From an optimization exercise on the open Yosys and OpenROAD flow, aimed at small area, a short achievable clock period and few clock cycles per item; shortcuts taken in it are not production practice. RTL that was checked went through simulation tests only; none was proved equivalent to the original.

== v6 ==
==> flow/design.v (excerpt) <==
module hilo_md_unit #(
    parameter int DATA_W    = 32,
    parameter int DIV_CNT_W = 6
) (
    input  logic              cpu_clk_50M,
    input  logic              cpu_rst_n,
    input  logic              flush_i,
    input  logic              op_valid_i,
    output logic              op_ready_o,
    input  logic [2:0]        op_i,
    input  logic              sign_i,
    input  logic [DATA_W-1:0] src_a_i,
    input  logic [DATA_W-1:0] src_b_i,
    output logic [DATA_W-1:0] hi_o,
    output logic [DATA_W-1:0] lo_o,
    output logic              done_o
);
    localparam int c_w2  = 2 * DATA_W;
    localparam int DIV_K = 2;                        
    localparam logic [2:0] c_op_mthi = 3'd1;
    localparam logic [2:0] c_op_mtlo = 3'd2;
    localparam logic [2:0] c_op_mult = 3'd3;
    localparam logic [2:0] c_op_madd = 3'd4;
    localparam logic [2:0] c_op_msub = 3'd5;
    localparam logic [2:0] c_op_div  = 3'd6;
    function automatic logic [1:0] fa(input logic x, input logic y, input logic z);
        fa = {(x & y) | ((x ^ y) & z), (x ^ y) ^ z};
    endfunction
    function automatic logic [1:0] ha(input logic x, input logic y);
        ha = {x & y, x ^ y};
    endfunction
    function automatic logic [5:0] lzc32(input logic [31:0] x);
        logic [15:0]      v1;
        logic [15:0]      c1;
        logic [7:0]       v2;
        logic [7:0][1:0]  c2;
        logic [3:0]       v3;
        logic [3:0][2:0]  c3;
        logic [1:0]       v4;
        logic [1:0][3:0]  c4;
        for (int g = 0; g < 16; g++) begin
            v1[g] = x[2*g+1] | x[2*g];
            c1[g] = ~x[2*g+1];
        end
        for (int g = 0; g < 8; g++) begin
            v2[g] = v1[2*g+1] | v1[2*g];
            c2[g] = v1[2*g+1] ? {1'b0, c1[2*g+1]} : {1'b1, c1[2*g]};
        end
        for (int g = 0; g < 4; g++) begin
  ...
Size: roughly 6300 cells after synthesis, about 230 flip-flops, ~140 I/O pins, about 47000 um2 of cells after synthesis.
export LEC_CHECK = 0
export ABC_AREA = 1
export CAP_MARGIN = 20
export CORE_MARGIN = 2
export CORE_UTILIZATION = 40
export SETUP_SLACK_MARGIN = 5
export SLEW_MARGIN = 20
create_clock -name core_clock -period 14.0 [get_ports {cpu_clk_50M}]
run.sh (not shown) runs the stock make flow with config.mk's settings and CLKGATE_MAP_FILE= SYNTH_SCRIPT=/design/flow/synth_recipe.tcl, a recipe that flattens the netlist after the stock synthesis.
v6: done, clean on timing, DRC and antenna
Changes in v7 relative to v6:
--- a/flow/design.v
+++ b/flow/design.v
@@ -8,33 +8,33 @@
     input  logic              flush_i,
     input  logic              op_valid_i,
     output logic              op_ready_o,
     input  logic [2:0]        op_i,
     input  logic              sign_i,
     input  logic [DATA_W-1:0] src_a_i,
     input  logic [DATA_W-1:0] src_b_i,
     output logic [DATA_W-1:0] hi_o,
     output logic [DATA_W-1:0] lo_o,
     output logic              done_o
 );
     localparam int c_w2  = 2 * DATA_W;
-    localparam int DIV_K = 2;                        
+    localparam int DIV_K = 4;                        
     localparam logic [2:0] c_op_mthi = 3'd1;
     localparam logic [2:0] c_op_mtlo = 3'd2;
     localparam logic [2:0] c_op_mult = 3'd3;
     localparam logic [2:0] c_op_madd = 3'd4;
     localparam logic [2:0] c_op_msub = 3'd5;
     localparam logic [2:0] c_op_div  = 3'd6;
     function automatic logic [1:0] fa(input logic x, input logic y, input logic z);
-        fa = {(x & y) | ((x ^ y) & z), (x ^ y) ^ z};
+        fa = {(x & y) | (x & z) | (y & z), x ^ y ^ z};
     endfunction
     function automatic logic [1:0] ha(input logic x, input logic y);
         ha = {x & y, x ^ y};
     endfunction
     function automatic logic [5:0] lzc32(input logic [31:0] x);
         logic [15:0]      v1;
         logic [15:0]      c1;
         logic [7:0]       v2;
         logic [7:0][1:0]  c2;
         logic [3:0]       v3;
         logic [3:0][2:0]  c3;
         logic [1:0]       v4;
@@ -60,25 +60,25 @@
         else            lzc32 = 6'd32;
     endfunction
     function automatic logic low_mask(input logic [31:0] y);
         low_mask = ~|(y[31:1] & ~y[30:0]);
     endfunction
     logic                 busy_q;
     logic                 done_q;
     logic [c_w2-1:0]      hl_s_q, hl_c_q;   
     logic [DATA_W-1:0]    quo_q;            
     logic [DATA_W-1:0]    rem_q;
     logic [DATA_W-1:0]    dvs_q;
     logic                 qneg_q, rneg_q;
-    logic [3:0]           cnt_q;            
+    logic [DIV_CNT_W-1:0] cnt_q;
     logic [c_w2-1:0]      w_hl;
     always_comb begin : hl_cpa
         logic [c_w2-1:0] p, g, gg, pp;
         p  = hl_s_q ^ hl_c_q;
         g  = hl_s_q & hl_c_q;
         gg = g;
         pp = p;
         for (int d = 1; d < c_w2; d = d * 2) begin
             for (int i = 2 * d - 1; i < c_w2; i = i + 2 * d) begin
                 gg[i] = gg[i] | (pp[i] & gg[i-d]);
                 pp[i] = pp[i] & pp[i-d];
             end
@@ -774,25 +774,25 @@
     logic [4:0]        w_skip;
     logic [c_w2-1:0]   w_dvd_sh;
     assign w_a_neg  = sign_i & src_a_i[DATA_W-1];
     assign w_b_neg  = sign_i & src_b_i[DATA_W-1];
     assign w_a_ones = src_a_i ^ {DATA_W{w_a_neg}};
     assign w_b_ones = src_b_i ^ {DATA_W{w_b_neg}};
     assign w_a_mag  = w_a_ones + DATA_W'(w_a_neg);
     assign w_b_mag  = w_b_ones + DATA_W'(w_b_neg);
     assign w_b_zero = (src_b_i == '0);
     assign w_m      = 7'd31 + {1'b0, lzc32(w_a_ones)} - {1'b0, lzc32(w_b_ones)}
                       - 7'(w_a_neg & low_mask(w_a_ones)) + 7'(w_b_neg & low_mask(w_b_ones));
     assign w_div_quick = w_m[5];
-    assign w_skip   = {w_m[4:1], 1'b0};
+    assign w_skip   = {w_m[4:2], 2'b00};
     assign w_dvd_sh = {{DATA_W{1'b0}}, w_a_mag} << w_skip;
     logic [DATA_W-1:0] w_q_end, w_r_end;
     always_comb begin : div_steps
         logic [DATA_W:0]   sh, diff;
         logic [DATA_W-1:0] rem, quo;
         rem = rem_q;
         quo = quo_q;
         for (int k = 0; k < DIV_K; k++) begin
             sh   = {rem, quo[DATA_W-1]};
             diff = sh - {1'b0, dvs_q};
             rem  = diff[DATA_W] ? sh[DATA_W-1:0] : diff[DATA_W-1:0];
             quo  = {quo[DATA_W-2:0], ~diff[DATA_W]};
@@ -850,24 +850,24 @@
                             busy_q <= 1'b1;
                         end
                     end
                     default: ;
                 endcase
             end
         end
     end
     always_ff @(posedge cpu_clk_50M) begin
         if (busy_q) begin
             rem_q <= w_r_end;
             quo_q <= w_q_end;
-            cnt_q <= cnt_q - 4'd1;
+            cnt_q <= cnt_q - DIV_CNT_W'(1);
         end else begin
             rem_q  <= w_dvd_sh[c_w2-1:DATA_W];
             quo_q  <= w_dvd_sh[DATA_W-1:0];
             dvs_q  <= w_b_mag;
             qneg_q <= w_a_neg ^ w_b_neg;
             rneg_q <= w_a_neg;
-            cnt_q  <= ~w_m[4:1];
+            cnt_q  <= {3'b000, ~w_m[4:2]};
         end
     end
 endmodule
 `default_nettype wire
Findings:
Met2 usage: v7 lower than v6. The non-clock buffer count in the final layout in v7 is 1.4 times that in v6. A destination of the critical timing path of hl_s_q[39] is what v7 shows, while hl_s_q[38] belongs to v6. Going from v6 to v7, area inside the core boundary moved up, wire length per cell after detailed routing moved down, routed via count moved up, proportion of cell area occupied by multi-input gates moved down. Critical path startpoint = src_b_i[7]: v6; critical path startpoint = src_b_i[5]: v7. Compared with v6, routed wire length in v7 increased by a few percent.
No run of this note included a check of the RTL's function; only the layout flow was run.

========
north:
Another version of the RTL of hilo_md_unit (not shown whole).
For scale: ~6500 cells after synthesis, ~230 flip-flops, about 50000 um2 of cells after synthesis.
clock: 14.0 ns
lec_check: 0
abc_area: 1
cap_margin: 20
core_margin: 2
core_utilization: 40
setup_slack_margin: 5
slew_margin: 20
north was carried through to the last stage, and its layout satisfied the timing, DRC and antenna checks.
Testbench counts of north, summed over its fixed seeds: cycles 14,682, ops 12,000.
Relative to north, the following input files were edited for south:
--- a/flow/design.v
+++ b/flow/design.v
@@ -12,25 +12,25 @@
     input  logic              sign_i,
     input  logic [DATA_W-1:0] src_a_i,
     input  logic [DATA_W-1:0] src_b_i,
     output logic [DATA_W-1:0] hi_o,
     output logic [DATA_W-1:0] lo_o,
     output logic              done_o
 );
     localparam int c_w2  = 2 * DATA_W;
-    localparam int DIV_K = 4;                        
+    localparam int DIV_K = 2;                        
     localparam logic [2:0] c_op_mthi = 3'd1;
     localparam logic [2:0] c_op_mtlo = 3'd2;
     localparam logic [2:0] c_op_mult = 3'd3;
     localparam logic [2:0] c_op_madd = 3'd4;
     localparam logic [2:0] c_op_msub = 3'd5;
     localparam logic [2:0] c_op_div  = 3'd6;
     function automatic logic [1:0] fa(input logic x, input logic y, input logic z);
-        fa = {(x & y) | ((x ^ y) & z), (x ^ y) ^ z};
+        fa = {(x & y) | (x & z) | (y & z), x ^ y ^ z};
     endfunction
     function automatic logic [1:0] ha(input logic x, input logic y);
         ha = {x & y, x ^ y};
     endfunction
     function automatic logic [5:0] lzc32(input logic [31:0] x);
         logic [15:0]      v1;
         logic [15:0]      c1;
         logic [7:0]       v2;
@@ -64,38 +64,19 @@
     endfunction
     logic                 busy_q;
     logic                 done_q;
     logic [c_w2-1:0]      hl_s_q, hl_c_q;   
     logic [DATA_W-1:0]    quo_q;            
     logic [DATA_W-1:0]    rem_q;
     logic [DATA_W-1:0]    dvs_q;
     logic                 qneg_q, rneg_q;
-    logic [2:0]           cnt_q;            
+    logic [DIV_CNT_W-1:0] cnt_q;
     logic [c_w2-1:0]      w_hl;
-    always_comb begin : hl_cpa
-        logic [c_w2-1:0] p, g, gg, pp;
-        p  = hl_s_q ^ hl_c_q;
-        g  = hl_s_q & hl_c_q;
-        gg = g;
-        pp = p;
-        for (int d = 1; d < c_w2; d = d * 2) begin
-            for (int i = 2 * d - 1; i < c_w2; i = i + 2 * d) begin
-                gg[i] = gg[i] | (pp[i] & gg[i-d]);
-                pp[i] = pp[i] & pp[i-d];
-            end
-        end
-        for (int d = c_w2 / 4; d >= 1; d = d / 2) begin
-            for (int i = 3 * d - 1; i < c_w2; i = i + 2 * d) begin
-                gg[i] = gg[i] | (pp[i] & gg[i-d]);
-                pp[i] = pp[i] & pp[i-d];
-            end
-        end
-        w_hl = p ^ {gg[c_w2-2:0], 1'b0};
-    end
+    assign w_hl       = hl_s_q + hl_c_q;
     assign op_ready_o = ~busy_q;
     assign hi_o       = w_hl[c_w2-1:DATA_W];
     assign lo_o       = w_hl[DATA_W-1:0];
     assign done_o     = done_q;
     logic w_accept;
     assign w_accept = op_valid_i & ~busy_q & ~flush_i;
     logic              w_is_msub, w_use_acc;
     logic [DATA_W:0]   w_ma;            
@@ -778,17 +759,17 @@
     assign w_a_ones = src_a_i ^ {DATA_W{w_a_neg}};
     assign w_b_ones = src_b_i ^ {DATA_W{w_b_neg}};
     assign w_a_mag  = w_a_ones + DATA_W'(w_a_neg);
     assign w_b_mag  = w_b_ones + DATA_W'(w_b_neg);
     assign w_b_zero = (src_b_i == '0);
     assign w_m      = 7'd31 + {1'b0, lzc32(w_a_ones)} - {1'b0, lzc32(w_b_ones)}
                       - 7'(w_a_neg & low_mask(w_a_ones)) + 7'(w_b_neg & low_mask(w_b_ones));
     assign w_div_quick = w_m[5];
-    assign w_skip   = {w_m[4:2], 2'b00};
+    assign w_skip   = {w_m[4:1], 1'b0};
     assign w_dvd_sh = {{DATA_W{1'b0}}, w_a_mag} << w_skip;
     logic [DATA_W-1:0] w_q_end, w_r_end;
     always_comb begin : div_steps
         logic [DATA_W:0]   sh, diff;
         logic [DATA_W-1:0] rem, quo;
         rem = rem_q;
         quo = quo_q;
         for (int k = 0; k < DIV_K; k++) begin
@@ -854,20 +835,20 @@
                 endcase
             end
         end
     end
     always_ff @(posedge cpu_clk_50M) begin
         if (busy_q) begin
             rem_q <= w_r_end;
             quo_q <= w_q_end;
-            cnt_q <= cnt_q - 3'd1;
+            cnt_q <= cnt_q - DIV_CNT_W'(1);
         end else begin
             rem_q  <= w_dvd_sh[c_w2-1:DATA_W];
             quo_q  <= w_dvd_sh[DATA_W-1:0];
             dvs_q  <= w_b_mag;
             qneg_q <= w_a_neg ^ w_b_neg;
             rneg_q <= w_a_neg;
-            cnt_q  <= ~w_m[4:2];
+            cnt_q  <= {2'b00, ~w_m[4:1]};
         end
     end
 endmodule
 `default_nettype wire
Results
south vs. north: length in cells of the worst reg-to-reg path went down by 30.
Going from north to south, first-pass GRT wire length grew by more than 10%.
Cell area after placement: south > north
south ends up with a number of DRC markers after the initial detailed-route iteration that is 1195 higher than in north.
On time the final worst path needs with I/O delays and setup, the lower figure sits with south, not north.
Compared to north, south has flip-flop and latch share of the layout cell area 0.56 points higher.
Delta (south minus north): net count reported at finish picked up an extra 740, proportion of synthesized chip area in sequential cells lost 0.31 points, via count picked up an extra about 9%.
Per the comparison of south with north, critical-path maximum fanout increased by 4 relative to the old numbers; critical path depth increased by 2 relative to the old numbers; adder and majority gate portion of the synthesized area decreased by 3.9 points relative to the old numbers.
Function not checked in south: the RTL went through the layout flow alone.

## separate check: timing with driven ports
How much do the figures lean on ideal ports? The routed layouts below were timed once more, with nothing changed but the port constraints. Step 1, drivers: a clkbuf_16 drives cpu_clk_50M and a buf_2 each remaining input, both assumed. Step 2, shift: input delay + t, output delay - t, t = (earliest + latest rising clock arrival at the registers) / 2. This alone moves slack from input paths to output paths. Three values: no drivers, after step 1, after step 2; two values: the first two.
| run | shift t [ns] | setup WS [ns] | worst register clock-pin slew, ns | pins driven straight from the clock port |
|---|---|---|---|---|
| v6 | 0.667 | 5.178 / 5.209 / 4.542 | 0.07 / 0.07 | 1 |
| v7 | 0.690 | 5.115 / 5.142 / 4.452 | 0.08 / 0.08 | 1 |
| north | 0.694 | 5.080 / 5.123 / 4.430 | 0.07 / 0.07 | 1 |
| south | 0.690 | 5.141 / 5.186 / 4.496 | 0.08 / 0.08 | 1 |
After both steps setup and hold are still met in every run listed. The setup slack of v7, which loses most, moves by +0.027 ns with the drivers and by -0.663 ns with both steps.
